This design comes from an exercise in tuning for small area, a short achievable clock period and few clock cycles per item on the open sky130 flow, not from production work. RTL that was checked went through simulation tests only; none was proved equivalent to the original. Power and IR drop assume default switching activity.

== the baseline ==
Design rectangle_grid_test_pattern, start of the top module:
module rectangle_grid_test_pattern (
  input  logic        clk,
  input  logic        rst,
  input  logic        push,
  output logic        full,
  input  logic        restart,
  output logic        empty,
  input  logic        pop,
  output logic [10:0] pixel_x,
  output logic [10:0] pixel_y,
  output logic [23:0] pixel_color,
  output logic        write_enable,
  output logic        frame_end,
  input  logic        cfg_write,
  input  logic [2:0]  cfg_index,
  input  logic [23:0] cfg_data
);
Size: about 1,500 cells after synthesis, about 210 flip-flops, roughly 12,000 µm² of cells after synthesis.
Settings: LEC_CHECK=0, ABC_CLOCK_PERIOD_IN_PS=2500, CAP_MARGIN=20, CORE_MARGIN=2, CORE_UTILIZATION=40, SETUP_SLACK_MARGIN=5, SLEW_MARGIN=20; clock period 8.5 ns.
run.sh (not shown) runs the stock make flow with config.mk's settings and CLKGATE_MAP_FILE= SYNTH_SCRIPT=/design/flow/synth_recipe.tcl, a recipe that flattens the netlist after the stock synthesis.
Input-level comparison between the candidate and the baseline:
-- flow/design.v --
<<< the baseline, line 17
);
  function automatic logic [10:0] inc11(input logic [10:0] a, input logic ci);
    logic c;
    c = ci;
    for (int i = 0; i < 11; i++) begin
      inc11[i] = a[i] ^ c;
      c        = c & a[i];
    end
  endfunction
  function automatic logic [7:0] inc8(input logic [7:0] a, input logic ci);
    logic c;
    c = ci;
    for (int i = 0; i < 8; i++) begin
      inc8[i] = a[i] ^ c;
      c       = c & a[i];
    end
  endfunction
  function automatic logic [3:0] inc4(input logic [3:0] a);
>>> the candidate, line 17
);
  function automatic logic [10:0] inc11(input logic [10:0] a, input logic ci);
    inc11 = a + {10'd0, ci};
  endfunction
  function automatic logic [7:0] inc8(input logic [7:0] a, input logic ci);
    inc8 = a + {7'd0, ci};
  endfunction
  function automatic logic [3:0] inc4(input logic [3:0] a);
<<< the baseline, line 49
  endfunction
  function automatic logic ge11(input logic [10:0] a, input logic [10:0] b);
    logic g;
    g = 1'b1;
    for (int i = 0; i < 11; i++) g = (a[i] & ~b[i]) | (~(a[i] ^ b[i]) & g);
    ge11 = g;
  endfunction
  function automatic logic ge8(input logic [7:0] a, input logic [7:0] b);
    logic g;
    g = 1'b1;
    for (int i = 0; i < 8; i++) g = (a[i] & ~b[i]) | (~(a[i] ^ b[i]) & g);
    ge8 = g;
  endfunction
  function automatic logic [7:0] add8(input logic [7:0] a, input logic [7:0] b);
    logic c;
    c = 1'b0;
    for (int i = 0; i < 8; i++) begin
      add8[i] = a[i] ^ b[i] ^ c;
      c       = (a[i] & b[i]) | (c & (a[i] ^ b[i]));
    end
  endfunction
  logic [1:0]  mode;
>>> the candidate, line 39
  endfunction
  function automatic logic ge11(input logic [10:0] a, input logic [10:0] b);
    ge11 = (a >= b);
  endfunction
  function automatic logic ge8(input logic [7:0] a, input logic [7:0] b);
    ge8 = (a >= b);
  endfunction
  function automatic logic [7:0] add8(input logic [7:0] a, input logic [7:0] b);
    add8 = a + b;
  endfunction
  logic [1:0]  mode;
<<< the baseline, line 118
  logic [2:0] st;
  logic [3:0] c;
  wire busy = (st != S_IDLE);
  wire nb   = ~busy;
  wire take_in  = push & ~full_r;
>>> the candidate, line 97
  logic [2:0] st;
  logic [3:0] c;
  logic       busy;                              
  wire nb   = ~busy;
  wire take_in  = push & ~full_r;
<<< the baseline, line 217
      full_r  <= 1'b0;
      st      <= S_IDLE;
      c       <= 4'd0;
    end else begin
>>> the candidate, line 196
      full_r  <= 1'b0;
      st      <= S_IDLE;
      busy    <= 1'b0;
      c       <= 4'd0;
    end else begin
<<< the baseline, line 230
      end
      if (wr_col) begin
        st <= S_P1;
        c  <= 4'd0;
      end else if (wr_flag & (~busy | seq_end)) begin
        st <= S_FL;
      end else begin
        c <= inc4(c);
        case (st)
>>> the candidate, line 210
      end
      if (wr_col) begin
        st   <= S_P1;
        busy <= 1'b1;
        c    <= 4'd0;
      end else if (wr_flag & (~busy | seq_end)) begin
        st   <= S_FL;
        busy <= 1'b1;
      end else begin
        if (seq_end) busy <= 1'b0;
        c <= inc4(c);
        case (st)
Findings:
The candidate carries more flip-flops than the baseline.
Sort the candidate and the baseline by biggest fanout along the worst timing path, descending, and the baseline comes first.
The candidate: via count of the first global-routing pass about 3.3% above the baseline
Filler cell count in the candidate is 403 higher than in the baseline
The baseline → the candidate: maximum frequency rose about 19%; design area lost 2.4%; placed instance area went up 1.4%; post-synthesis share of cell area spent on xor and xnor gates has increased; arrival time of data at the critical path endpoint went down 710 ps.
Measured against the candidate, the final weighted congestion in routability-driven placement of the baseline comes out at 0.948 times the reference value.
Looking at wire length of the first global-routing pass, the candidate sits 1.5% above the baseline.
On via-per-instance ratio: the candidate sits below the baseline.
Relative to the baseline, total global routing track utilization decreased by 0.43 points in the candidate.
No run of this note included a check of the RTL's function; only the layout flow was run.


rectangle_grid_test_pattern, a different RTL version from the one above (not shown whole).
Size: roughly 0.013 sq mm of cells after synthesis.
make LEC_CHECK=0 ABC_CLOCK_PERIOD_IN_PS=2500 CAP_MARGIN=20 CORE_MARGIN=2 CORE_UTILIZATION=40 SETUP_SLACK_MARGIN=5 SLEW_MARGIN=20 finish   # period 8.5 ns
The starting point completed with no timing, DRC or antenna violations.
Testbench counts at the start, summed over its fixed seeds: cycles 19,640, items 19,200.
==> next run, changes <==
--- a/flow/design.v
+++ b/flow/design.v
@@ -98,15 +98,15 @@
   logic        lx, ly, wx, wy, we, fe;       
   logic [7:0]  R, G, B;                      
   logic [7:0]  GA;                           
   logic [7:0]  L;                            
   logic        empty_r, full_r, fresh, pend_v, pend_rs;
   localparam logic [2:0] S_IDLE = 3'd0, S_P1 = 3'd1, S_P2 = 3'd2, S_F1 = 3'd3,
-                         S_F2 = 3'd4, S_FL = 3'd5, S_PR = 3'd6;
+                         S_F2 = 3'd4, S_FL = 3'd5;
   logic [2:0] st;
-  logic [2:0] c;
+  logic [3:0] c;
   logic       busy;                              
   wire nb   = ~busy;
   wire take_in  = push & ~full_r;
   wire out_free = empty_r | pop;
   wire adv      = out_free & (pend_v | take_in);
   wire rs_eff   = pend_v ? pend_rs : restart;
@@ -141,35 +141,38 @@
   wire wy_o = rh1;
   wire we_o = on_st & cnz;
   wire p1   = (st == S_P1);
   wire p2   = (st == S_P2);
   wire f1   = (st == S_F1);
   wire f2   = (st == S_F2);
+  wire dbl  = ~c[0];
+  wire ad1  = p1 & c[0];
+  wire ad2  = p2 & c[0];
+  wire db1  = p1 & dbl;
   wire lph  = direct ? p1 : p2;                  
   logic col_k, row_k, cnt_k;
-  wire [2:0] c_nx    = c + 3'd1;
-  wire [2:0] k_nx    = ~c_nx;
-  wire [7:0] count_c = cm1 + 8'd1;
+  wire [3:0] c_nx = inc4(c);
+  wire [2:0] k_nx = ~c_nx[3:1];
   always_ff @(posedge clk) begin
     col_k <= col[k_nx];
     row_k <= row[k_nx];
-    cnt_k <= count_c[k_nx];
+    cnt_k <= cm1[k_nx];
   end
   wire [7:0] lstep = direct ? step : GA;
-  wire sR_step  = colinc | (p1 & col_k);
-  wire sGA_step = (rowinc & direct) | (p1 & (direct ? row_k : cnt_k));
-  wire sL_step  = rowinc | (lph & row_k);
+  wire sR_step  = colinc | (ad1 & col_k);
+  wire sGA_step = (rowinc & direct) | (ad1 & (direct ? row_k : cnt_k)) | (p2 & (c == 4'd0));
+  wire sL_step  = rowinc | (lph & c[0] & row_k);
   wire nfd      = nf & direct;
-  wire [7:0] aR  = nl ? 8'd0 : (p1 ? {R[6:0], 1'b0} : R);
-  wire [7:0] mR  = ({8{sR_step}} & step) | ({8{nl | f1}} & fr);
-  wire [7:0] aGA = nfd ? 8'd0 : (p1 ? {GA[6:0], 1'b0} : GA);
-  wire [7:0] mGA = ({8{sGA_step}} & step) | ({8{nfd | (f1 & direct)}} & fg);
-  wire [7:0] aL  = nf ? 8'd0 : (lph ? {L[6:0], 1'b0} : L);
-  wire [7:0] mL  = ({8{sL_step}} & lstep) | ({8{nf | f1}} & fb);
-  wire [7:0] aB  = nl ? (ly ? 8'd0 : L) : (p1 ? {B[6:0], 1'b0} : B);
-  wire [7:0] mB  = ({8{sR_step}} & step) | ({8{nf}} & fb)
+  wire [7:0] aR  = nl ? 8'd0 : R;
+  wire [7:0] mR  = ({8{sR_step}} & step) | ({8{db1}} & R) | ({8{nl | f1}} & fr);
+  wire [7:0] aGA = nfd ? 8'd0 : GA;
+  wire [7:0] mGA = ({8{sGA_step}} & step) | ({8{db1}} & GA) | ({8{nfd | (f1 & direct)}} & fg);
+  wire [7:0] aL  = nf ? 8'd0 : L;
+  wire [7:0] mL  = ({8{sL_step}} & lstep) | ({8{lph & dbl}} & L) | ({8{nf | f1}} & fb);
+  wire [7:0] aB  = nl ? (ly ? 8'd0 : L) : B;
+  wire [7:0] mB  = ({8{sR_step}} & step) | ({8{db1}} & B) | ({8{nf}} & fb)
                  | ({8{rowinc}} & lstep) | ({8{f2}} & L);
   wire [7:0] sR  = add8(aR, mR);
   wire [7:0] sGA = add8(aGA, mGA);
   wire [7:0] sL  = add8(aL, mL);
   wire [7:0] sB  = add8(aB, mB);
   wire show   = nb | f2;                         
@@ -205,36 +208,35 @@
       fresh   <= 1'b1;
       pend_v  <= 1'b0;
       pend_rs <= 1'b0;
       full_r  <= 1'b0;
       st      <= S_IDLE;
       busy    <= 1'b0;
-      c       <= 3'd0;
+      c       <= 4'd0;
     end else begin
       if (adv)      empty_r <= 1'b0;
       else if (pop) empty_r <= 1'b1;
       if (cfg_write) fresh <= 1'b1;
       else if (adv)  fresh <= 1'b0;
       if (take_in & ~out_free) begin
         pend_v  <= 1'b1;
         pend_rs <= restart;
       end else if (out_free) begin
         pend_v  <= 1'b0;
       end
       if (wr_col) begin
-        st   <= S_PR;
+        st   <= S_P1;
         busy <= 1'b1;
-        c    <= 3'd7;
+        c    <= 4'd0;
       end else if (wr_flag & (~busy | seq_end)) begin
         st   <= S_FL;
         busy <= 1'b1;
       end else begin
         if (seq_end) busy <= 1'b0;
         c <= c_nx;
         case (st)
-          S_PR:    st <= S_P1;
           S_P1:    if (&c) st <= direct ? S_F1 : S_P2;
           S_P2:    if (&c) st <= S_F1;
           S_F1:    st <= S_F2;
           default: st <= S_IDLE;
         endcase
       end
Effect:
- sequential share of layout area fell by 0.64 points
- setup slack gets worse by 0.20 ns
- clock power fell by about 3%
- synthesized area is about the same
- routed wire length came out higher by 2.0%
- via count grows by 1.3%
- count of clock-buffer cells in the layout is unchanged
- core utilization came out higher by 1.4 points
The RTL of the second run of this note was laid out without a check of its function.

what the ideal ports hide:
No port has a modelled driver above. Below, the same layouts with a new extraction and two added sets of constraints. Step 1 sets driving cells, clkbuf_16 on the clock port and buf_2 on the other inputs (assumed; they add their load-dependent delay and slew). Step 2 times the ports against the registers' clock, not the clock port: input delays grow and output delays shrink by t, the midpoint of the rising clock arrivals with the driver on. Slacks: no drivers / after step 1 / after step 2; pairs: no drivers / after step 1.
run	t, ns	setup slack, ns	worst setup path after step 2	latest minus earliest clock arrival (ns)
the baseline	0.585	4.105 / 4.105 / 4.105	register to register	0.017 / 0.017
the candidate	0.591	4.801 / 4.801 / 4.305	input to register	0.016 / 0.016
the first run of note 2	0.605	5.046 / 5.071 / 4.476	input to register	0.020 / 0.020
the second run of note 2	0.589	4.842 / 4.842 / 4.492	input to register	0.018 / 0.018
After both steps setup and hold are still met in every run listed. The setup slack of the first run of note 2, which loses most, moves by +0.025 ns with the drivers and by -0.570 ns with both steps.
